Context: an optimization exercise on an open-source flow, tuned for small area, a short achievable clock period and few clock cycles per item. The choices shown serve that exercise and are no tape-out recipe.
The RTL was checked by simulation tests, not by an equivalence proof against the original design.
Power is estimated from default activity; no workload was simulated.

## flow/design.v

```verilog
package alu_pkg;
  localparam logic [2:0] SHIFT_REG   = 3'b000;
  localparam logic [2:0] ARITH_LOGIC = 3'b001;
  localparam logic [2:0] MUL         = 3'b010;
  localparam logic [2:0] ADD  = 3'b000;
  localparam logic [2:0] HADD = 3'b001;
  localparam logic [2:0] SUB  = 3'b010;
  localparam logic [2:0] NOT  = 3'b011;
  localparam logic [2:0] AND  = 3'b100;
  localparam logic [2:0] OR   = 3'b101;
  localparam logic [2:0] XOR  = 3'b110;
  localparam logic [2:0] LHG  = 3'b111;
  localparam logic [2:0] SHLEFTLOG = 3'b000;
  localparam logic [2:0] SHLEFTART = 3'b001;
  localparam logic [2:0] SHRGHTLOG = 3'b010;
  localparam logic [2:0] SHRGHTART = 3'b011;
  localparam logic [2:0] ROTL      = 3'b100;
  localparam logic [2:0] ROTR      = 3'b101;
  localparam logic [2:0] MULLO = 3'b000;
  localparam logic [2:0] MULHI = 3'b001;
  typedef enum logic [1:0] {
    S_IDLE = 2'b00,
    S_MUL  = 2'b01,
    S_DONE = 2'b10
  } state_t;
  function automatic logic is_mul_op(input logic [2:0] sel, input logic [2:0] op);
    is_mul_op = (sel == MUL) && ((op == MULLO) || (op == MULHI));
  endfunction
endpackage
module alu_mul_seq #(
  parameter int WIDTH = 32
) (
  input  logic                 clock,
  input  logic                 reset,
  input  logic                 start,
  input  logic [WIDTH-1:0]     a,
  input  logic [WIDTH-1:0]     b,
  output logic                 done,
  output logic [2*WIDTH-1:0]   product
);
  localparam int CW = $clog2(WIDTH);
  localparam logic [CW-1:0] CNT_ONE  = {{(CW-1){1'b0}}, 1'b1};
  localparam logic [CW-1:0] CNT_LAST = CW'(WIDTH - 1);
  logic               busy_r;
  logic [CW-1:0]      cnt_r;
  logic               neg_r;
  logic [2*WIDTH-1:0] acc_r;
  logic [2*WIDTH-1:0] mcand_r;
  logic [WIDTH-1:0]   mplier_r;
  logic [WIDTH-1:0]   mag_a_s;
  logic [WIDTH-1:0]   mag_b_s;
  assign mag_a_s = a[WIDTH-1] ? ({WIDTH{1'b0}} - a) : a;
  assign mag_b_s = b[WIDTH-1] ? ({WIDTH{1'b0}} - b) : b;
  assign done    = busy_r && (cnt_r == CNT_LAST);
  assign product = neg_r ? ({(2*WIDTH){1'b0}} - acc_r) : acc_r;
  always_ff @(posedge clock or posedge reset) begin
    if (reset) begin
      busy_r   <= 1'b0;
      cnt_r    <= {CW{1'b0}};
      neg_r    <= 1'b0;
      acc_r    <= {(2*WIDTH){1'b0}};
      mcand_r  <= {(2*WIDTH){1'b0}};
      mplier_r <= {WIDTH{1'b0}};
    end else if (start) begin
      busy_r   <= 1'b1;
      cnt_r    <= CNT_ONE;
      neg_r    <= a[WIDTH-1] ^ b[WIDTH-1];
      acc_r    <= mag_b_s[0] ? {{WIDTH{1'b0}}, mag_a_s} : {(2*WIDTH){1'b0}};
      mcand_r  <= {{(WIDTH-1){1'b0}}, mag_a_s, 1'b0};
      mplier_r <= {1'b0, mag_b_s[WIDTH-1:1]};
    end else if (busy_r) begin
      if (mplier_r[0]) begin
        acc_r <= acc_r + mcand_r;
      end
      mcand_r  <= mcand_r << 1;
      mplier_r <= mplier_r >> 1;
      cnt_r    <= cnt_r + CNT_ONE;
      if (done) begin
        busy_r <= 1'b0;
      end
    end
  end
endmodule
module alu_pipe #(
  parameter  int WIDTH = 32,
  localparam int SHW   = $clog2(WIDTH)
) (
  input  logic             clock,
  input  logic             reset,
  input  logic             in_valid,
  output logic             in_ready,
  input  logic [WIDTH-1:0] aluin1,
  input  logic [WIDTH-1:0] aluin2,
  input  logic [2:0]       opselect,
  input  logic [2:0]       operation,
  input  logic [SHW-1:0]   shift_number,
  output logic             out_valid,
  input  logic             out_ready,
  output logic [WIDTH-1:0] aluout,
  output logic             carryout,
  output logic             overflow,
  output logic             zero,
  output logic             illegal
);
  localparam int H = WIDTH / 2;
  localparam logic [SHW:0] W_AMT = (SHW + 1)'(WIDTH);
  alu_pkg::state_t             state_r, state_nx_s;
  logic               mulhi_r;
  logic               in_fire_s, start_s, mul_done_s;
  logic [2*WIDTH-1:0] product_s;
  logic [WIDTH:0]     add_s, sub_s, shl_ext_s, shr_ext_s;
  logic [H:0]         hlow_s;
  logic [H-1:0]       hhigh_s;
  logic [SHW:0]       back_s;
  logic [WIDTH-1:0]   sra_s, rotl_s, rotr_s;
  logic [WIDTH-1:0]   res_s, mul_res_s;
  logic               cy_s, ov_s, ill_s, mul_ov_s;
  assign in_ready  = (state_r == alu_pkg::S_IDLE) && (!out_valid || out_ready);
  assign in_fire_s = in_valid && in_ready;
  assign start_s   = in_fire_s && alu_pkg::is_mul_op(opselect, operation);
  alu_mul_seq #(.WIDTH(WIDTH)) u_mul (
    .clock   (clock),
    .reset   (reset),
    .start   (start_s),
    .a       (aluin1),
    .b       (aluin2),
    .done    (mul_done_s),
    .product (product_s)
  );
  assign add_s     = {1'b0, aluin1} + {1'b0, aluin2};
  assign sub_s     = {1'b0, aluin1} - {1'b0, aluin2};
  assign hlow_s    = {1'b0, aluin1[H-1:0]} + {1'b0, aluin2[H-1:0]};
  assign hhigh_s   = {H{aluin1[H-1]}} + {H{aluin2[H-1]}} + {{(H-1){1'b0}}, hlow_s[H]};
  assign shl_ext_s = {1'b0, aluin1} << shift_number;
  assign shr_ext_s = {aluin1, 1'b0} >> shift_number;
  assign sra_s     = $signed(aluin1) >>> shift_number;
  assign back_s    = W_AMT - {1'b0, shift_number};
  assign rotl_s    = (aluin1 << shift_number) | (aluin1 >> back_s);
  assign rotr_s    = (aluin1 >> shift_number) | (aluin1 << back_s);
  always_comb begin
    res_s = {WIDTH{1'b0}};
    cy_s  = 1'b0;
    ov_s  = 1'b0;
    ill_s = 1'b0;
    case (opselect)
      alu_pkg::ARITH_LOGIC: begin
        case (operation)
          alu_pkg::ADD: begin
            res_s = add_s[WIDTH-1:0];
            cy_s  = add_s[WIDTH];
            ov_s  = (aluin1[WIDTH-1] == aluin2[WIDTH-1]) && (add_s[WIDTH-1] != aluin1[WIDTH-1]);
          end
          alu_pkg::HADD: begin
            res_s = {hhigh_s, hlow_s[H-1:0]};
            cy_s  = hlow_s[H];
          end
          alu_pkg::SUB: begin
            res_s = sub_s[WIDTH-1:0];
            cy_s  = sub_s[WIDTH];
            ov_s  = (aluin1[WIDTH-1] != aluin2[WIDTH-1]) && (sub_s[WIDTH-1] != aluin1[WIDTH-1]);
          end
          alu_pkg::NOT:     res_s = ~aluin1;
          alu_pkg::AND:     res_s = aluin1 & aluin2;
          alu_pkg::OR:      res_s = aluin1 | aluin2;
          alu_pkg::XOR:     res_s = aluin1 ^ aluin2;
          alu_pkg::LHG:     res_s = {aluin2[H-1:0], {H{1'b0}}};
          default: ill_s = 1'b1;
        endcase
      end
      alu_pkg::SHIFT_REG: begin
        case (operation)
          alu_pkg::SHLEFTLOG, alu_pkg::SHLEFTART: begin
            res_s = shl_ext_s[WIDTH-1:0];
            cy_s  = shl_ext_s[WIDTH];
          end
          alu_pkg::SHRGHTLOG: begin
            res_s = shr_ext_s[WIDTH:1];
            cy_s  = shr_ext_s[0];
          end
          alu_pkg::SHRGHTART: begin
            res_s = sra_s;
            cy_s  = shr_ext_s[0];
          end
          alu_pkg::ROTL: begin
            res_s = rotl_s;
            cy_s  = shl_ext_s[WIDTH];
          end
          alu_pkg::ROTR: begin
            res_s = rotr_s;
            cy_s  = shr_ext_s[0];
          end
          default: ill_s = 1'b1;
        endcase
      end
      alu_pkg::MUL: begin
        if (alu_pkg::is_mul_op(opselect, operation)) begin
          ill_s = 1'b0;
        end else begin
          ill_s = 1'b1;
        end
      end
      default: ill_s = 1'b1;
    endcase
  end
  always_comb begin
    mul_res_s = product_s[WIDTH-1:0];
    mul_ov_s  = 1'b0;
    if (mulhi_r) begin
      mul_res_s = product_s[2*WIDTH-1:WIDTH];
    end else begin
      mul_ov_s = !((&product_s[2*WIDTH-1:WIDTH-1]) || !(|product_s[2*WIDTH-1:WIDTH-1]));
    end
  end
  always_comb begin
    state_nx_s = state_r;
    case (state_r)
      alu_pkg::S_IDLE: begin
        if (start_s) state_nx_s = alu_pkg::S_MUL;
        else         state_nx_s = alu_pkg::S_IDLE;
      end
      alu_pkg::S_MUL: begin
        if (mul_done_s) state_nx_s = alu_pkg::S_DONE;
        else            state_nx_s = alu_pkg::S_MUL;
      end
      alu_pkg::S_DONE:  state_nx_s = alu_pkg::S_IDLE;
      default: state_nx_s = alu_pkg::S_IDLE;
    endcase
  end
  always_ff @(posedge clock or posedge reset) begin
    if (reset) begin
      state_r <= alu_pkg::S_IDLE;
      mulhi_r <= 1'b0;
    end else begin
      state_r <= state_nx_s;
      if (start_s) begin
        mulhi_r <= (operation == alu_pkg::MULHI);
      end
    end
  end
  always_ff @(posedge clock or posedge reset) begin
    if (reset) begin
      out_valid <= 1'b0;
      aluout    <= {WIDTH{1'b0}};
      carryout  <= 1'b0;
      overflow  <= 1'b0;
      zero      <= 1'b1;
      illegal   <= 1'b0;
    end else if (state_r == alu_pkg::S_DONE) begin
      out_valid <= 1'b1;
      aluout    <= mul_res_s;
      carryout  <= 1'b0;
      overflow  <= mul_ov_s;
      zero      <= (mul_res_s == {WIDTH{1'b0}});
      illegal   <= 1'b0;
    end else if (in_fire_s && !start_s) begin
      out_valid <= 1'b1;
      aluout    <= res_s;
      carryout  <= cy_s;
      overflow  <= ov_s;
      zero      <= (res_s == {WIDTH{1'b0}});
      illegal   <= ill_s;
    end else if (out_ready) begin
      out_valid <= 1'b0;
    end
  end
endmodule
```

## flow/run.sh

```bash
#!/bin/bash
# synth_recipe.tcl (not shown) runs the flow's synth.tcl, then flattens the netlist and writes it again
# the make line also repeats each setting of config.mk as NAME=value (left out here)
make -C /OpenROAD-flow-scripts/flow DESIGN_CONFIG=/design/flow/config.mk WORK_HOME=/design/flow/orfs CLKGATE_MAP_FILE= SYNTH_SCRIPT=/design/flow/synth_recipe.tcl finish
```

## flow/config.mk

```make
export PLATFORM = sky130hd
export DESIGN_NAME = alu_pipe
export DESIGN_NICKNAME = alu_pipe
export VERILOG_FILES = /design/flow/design.v
export SDC_FILE = /design/flow/constraint.sdc
export NUM_CORES = 4
export LEC_CHECK = 0
export CAP_MARGIN = 20
export CORE_MARGIN = 2
export CORE_UTILIZATION = 30
export SLEW_MARGIN = 20
```

## flow/constraint.sdc

```tcl
create_clock -name core_clock -period 6.0 [get_ports {clock}]
set_input_delay 1.2000 -clock core_clock [delete_from_list [all_inputs] [get_ports {clock}]]
set_output_delay 1.2000 -clock core_clock [all_outputs]
set_load 0.01 [all_outputs]
```

==> metrics.cfg <==
[status]
status=finished clean

[sta]
hold_violations=0
finalSetupViolCount=0
period_needed_ns=5.77
tightestPinTransition_ns=1.26
relSlewSlack_pct=16.1
fin_hold_ws_ns=0.527
slew_violations=0
fin_crit_sh_pct=96.1
fmax_mhz=173
fin_skew_ns=0.0166
rsz0062_at_grt=no

[final_layout]
multi_input_comb_area_um2=23100
final.fill_count=10400
drive_above_1_share_pct=17.3
syn2layout_area_growth_pct=21.5
fin_cells=5567
fin_nets=4504
seqCellArea_um2=5140

[yosys]
yosysTopAreaCell=dfrtp_1
ys_seq_area_share_pct=17.2
synth_fp_nets=4204
syn_inst=3955
synth_top_area_share_pct=17.1
synth_ff_type=dfrtp_1
synth_area_leaders=dfrtp_1 17%, ha_1 6.9%, mux2i_1 6.3%
avgSynthCellArea_um2=7.55
ys_warn_count=2
synth_cell_types=90
synth_edf_count=0
synth.most_common_cell=nand2_1
synth_top_cells_by_count=419 x nand2_1, 374 x nor2_1, 291 x a21oi_1, 283 x o21ai_0, 253 x clkbuf_1
synth-seq-cells=205
netlist_area_um2=29900
synthArstFlopShare_pct=100

[routing]
postRouteAntennaNets=0
wirelength_um=174000
via_count=35700
wire_per_inst_um=31.2
drt_iter0_drc=5311
vias_per_cell=6.41
drtPass1Iterations=6
drc=0

[power_and_ir_drop]
design_power_total_mw=12.2
power_leakage_nw=15.0
power.density_nw_per_um2=335
peakVddDrop_uv=248

[cts]
clk_pin_slew_worst_paths_ns=0.07
cts_buffers=26
h-tree-depth=1
cts_buffer_depth=3
hold_buffers=0
clock_latency_ns=0.59
cts_root_buf=clkbuf_16
cts_tree=yes
clock_sinks=205

[placed_design]
hpwlAfterDp_um=139000
place.port_buffers=116
routabilityCongestion=1.08
placedCellCount=5513

[floorplan]
coreArea_um2=98600
fp-row-count=115
die_w_um=320
die_h_um=320
die_area_um2=102000
initial_core_util_pct=30.3
ios=117

[hold_path]
hp-class=register to register

[critical_path]
start_kind=input port
worstPathArrival_ns=6.31
end_kind=register
path_class=input port to register
required_ns=6.54
crit_path_max_fanout=3

[global_route]
grt-ovfl-total=0
grt_pass1_vias=32700
grt_pass1_wl_um=246000
antenna_found_initial=9
grt_max_degree=224
grtUsageTotal_pct=32.7

[run]
cap_viol_max_count=0

critical path: stages:
cell	delay, ns
clkdlybuf4s50_1	0.42
ha_1	0.23
fa_1	0.41
a21o_1	0.21
and4_1	0.23
o21ai_1	0.19
buf_4	0.15
a21oi_1	0.10
a21o_1	0.20
a21oi_1	0.20
buf_4	0.16
inv_1	0.07
fa_1	0.44
nand2_1	0.07
a21oi_1	0.10
buf_4	0.15
o41ai_1	0.34
o31ai_1	0.19
or4_1	0.51
nor4_2	0.39
and3_1	0.22
a31o_1	0.13
area by class of cell:
| cell class | count | area share [%] |
|---|---|---|
| multi-input cells | 3294 | 63.6 |
| diodes | 5 | 0.0345 |
| clock buffers | 33 | 2.00 |
| repair buffers | 594 | 13.8 |
| clock inverters | 15 | 0.620 |
| inverters | 134 | 1.40 |
| flip-flops and latches | 205 | 14.1 |
| well taps | 1287 | 4.43 |
metrics by stage:
step / utilization, % / instance area (um^2) / setup slack, ns / setup TNS [ns]
floorplan: - / 29900 / -0.524 / -0.524
global placement: 35.8 / 35300 / -0.370 / -0.429
detailed placement: 35.9 / 35300 / -0.397 / -0.397
CTS: 36.8 / 36300 / 0.208 / 0
global route: 36.8 / 36300 / 0.0400 / 0
finish: 36.8 / 36300 / 0.234 / 0
cell usage in the layout (no fill, tap or decap), types with 33 or more instances in the layout:
cell / count
mux4_2: 78
xor2_1: 62
nor2b_1: 52
nand4_1: 34
buf_4: 458
o211ai_1: 52
inv_1: 130
nor2_1: 371
nor4_1: 38
o22ai_1: 80
mux2_2: 66
nand2_1: 418
a31oi_1: 47
clkdlybuf4s50_1: 108
mux2i_1: 187
dfrtp_1: 201
xnor2_1: 135
a21oi_1: 291
a211oi_1: 85
ha_1: 163
o31ai_1: 57
nor3_1: 69
o21ai_0: 282
a22oi_1: 35
a21o_1: 59
nand2b_1: 35
or3_1: 33
nand3_1: 82
worst paths after layout:
kind	start	to	slack, ns	cells past startpoint
worst max-delay path	aluin1[0]	zero	0.23	22
worst min-delay path	u_mul.mplier_r[30]	u_mul.mplier_r[30]	0.53	2
worst max register to register	u_mul.acc_r[1]	u_mul.acc_r[63]	1.05	16
worst min register to register	u_mul.mplier_r[30]	u_mul.mplier_r[30]	0.53	2
max in group asynchronous	reset	u_mul.mplier_r[10]	3.86	4
min in group asynchronous	reset	u_mul.mcand_r[56]	0.86	2
sequential cells by signal (all words and copies together) (netlist names), 2 cells and up:
name and count:
u_mul.mplier_r 31, aluout 32, u_mul.mcand_r 63, u_mul.cnt_r 5, u_mul.acc_r 64, state_r 2
timing repair:
item                       4_1_cts  5_1_grt
buffers inserted                 0        0
setup endpoints to repair        0        1
resized for setup                0        3
per-layer routing:
| layer | global-route usage, % | vias to the layer above | wire (um) | part of all wire [%] |
|---|---|---|---|---|
| met2 | 48.2 | 2427 | 72400 | 42 |
| met5 | 0 | - | 13 | 0.0075 |
| met1 | 44.4 | 17400 | 71800 | 41 |
| met3 | 8.44 | 414 | 20100 | 12 |
| li1 | - | 15500 | - | - |
| met4 | 15.1 | 2 | 9560 | 5.5 |
where the power goes:
part / switching (mW) / internal [mW]
registers: 0.826 / 1.94
clock network: 0.712 / 1.08
logic: 4.52 / 3.08
kinds of logic after synthesis:
| family | after synthesis | synth area share, % |
|---|---|---|
| buffers and inverters | 456 | 5.81 |
| XOR/XNOR | 199 | 5.83 |
| adder cells (fa/ha/maj) | 170 | 7.27 |
| AND/OR/NAND/NOR | 1276 | 20.0 |
| multiplexers | 331 | 14.6 |
| flip-flops | 205 | 17.2 |
| AO/OA/AOI/OAI | 1318 | 29.3 |
Testbench counts, summed over its fixed seeds: cycles 157,736, ops 32,000.

[re-timing with driven ports]
The results above use ideal ports. As a check the final layout listed here was re-extracted and re-timed, cells and wires unchanged. Step 1 assumes that a clkbuf_16 drives the clock port and a buf_2 every other input. Step 2 times the ports against the registers' clock, not the clock port: input delays grow and output delays shrink by t, the midpoint of the rising clock arrivals with the driver on. Three values: ideal ports, drivers, drivers and shift; two values: the first two.
t (ns): 0.660
slack for setup (ns): 0.234 / 0.286 / -0.374
worst slew at a driven data input, ns: 0.05
cell pins on the clock port's net: 1
With both steps, setup timing fails in this run, where it was met with ideal ports. For this run, drivers alone change the setup slack by +0.052 ns; drivers and shift together by -0.608 ns.
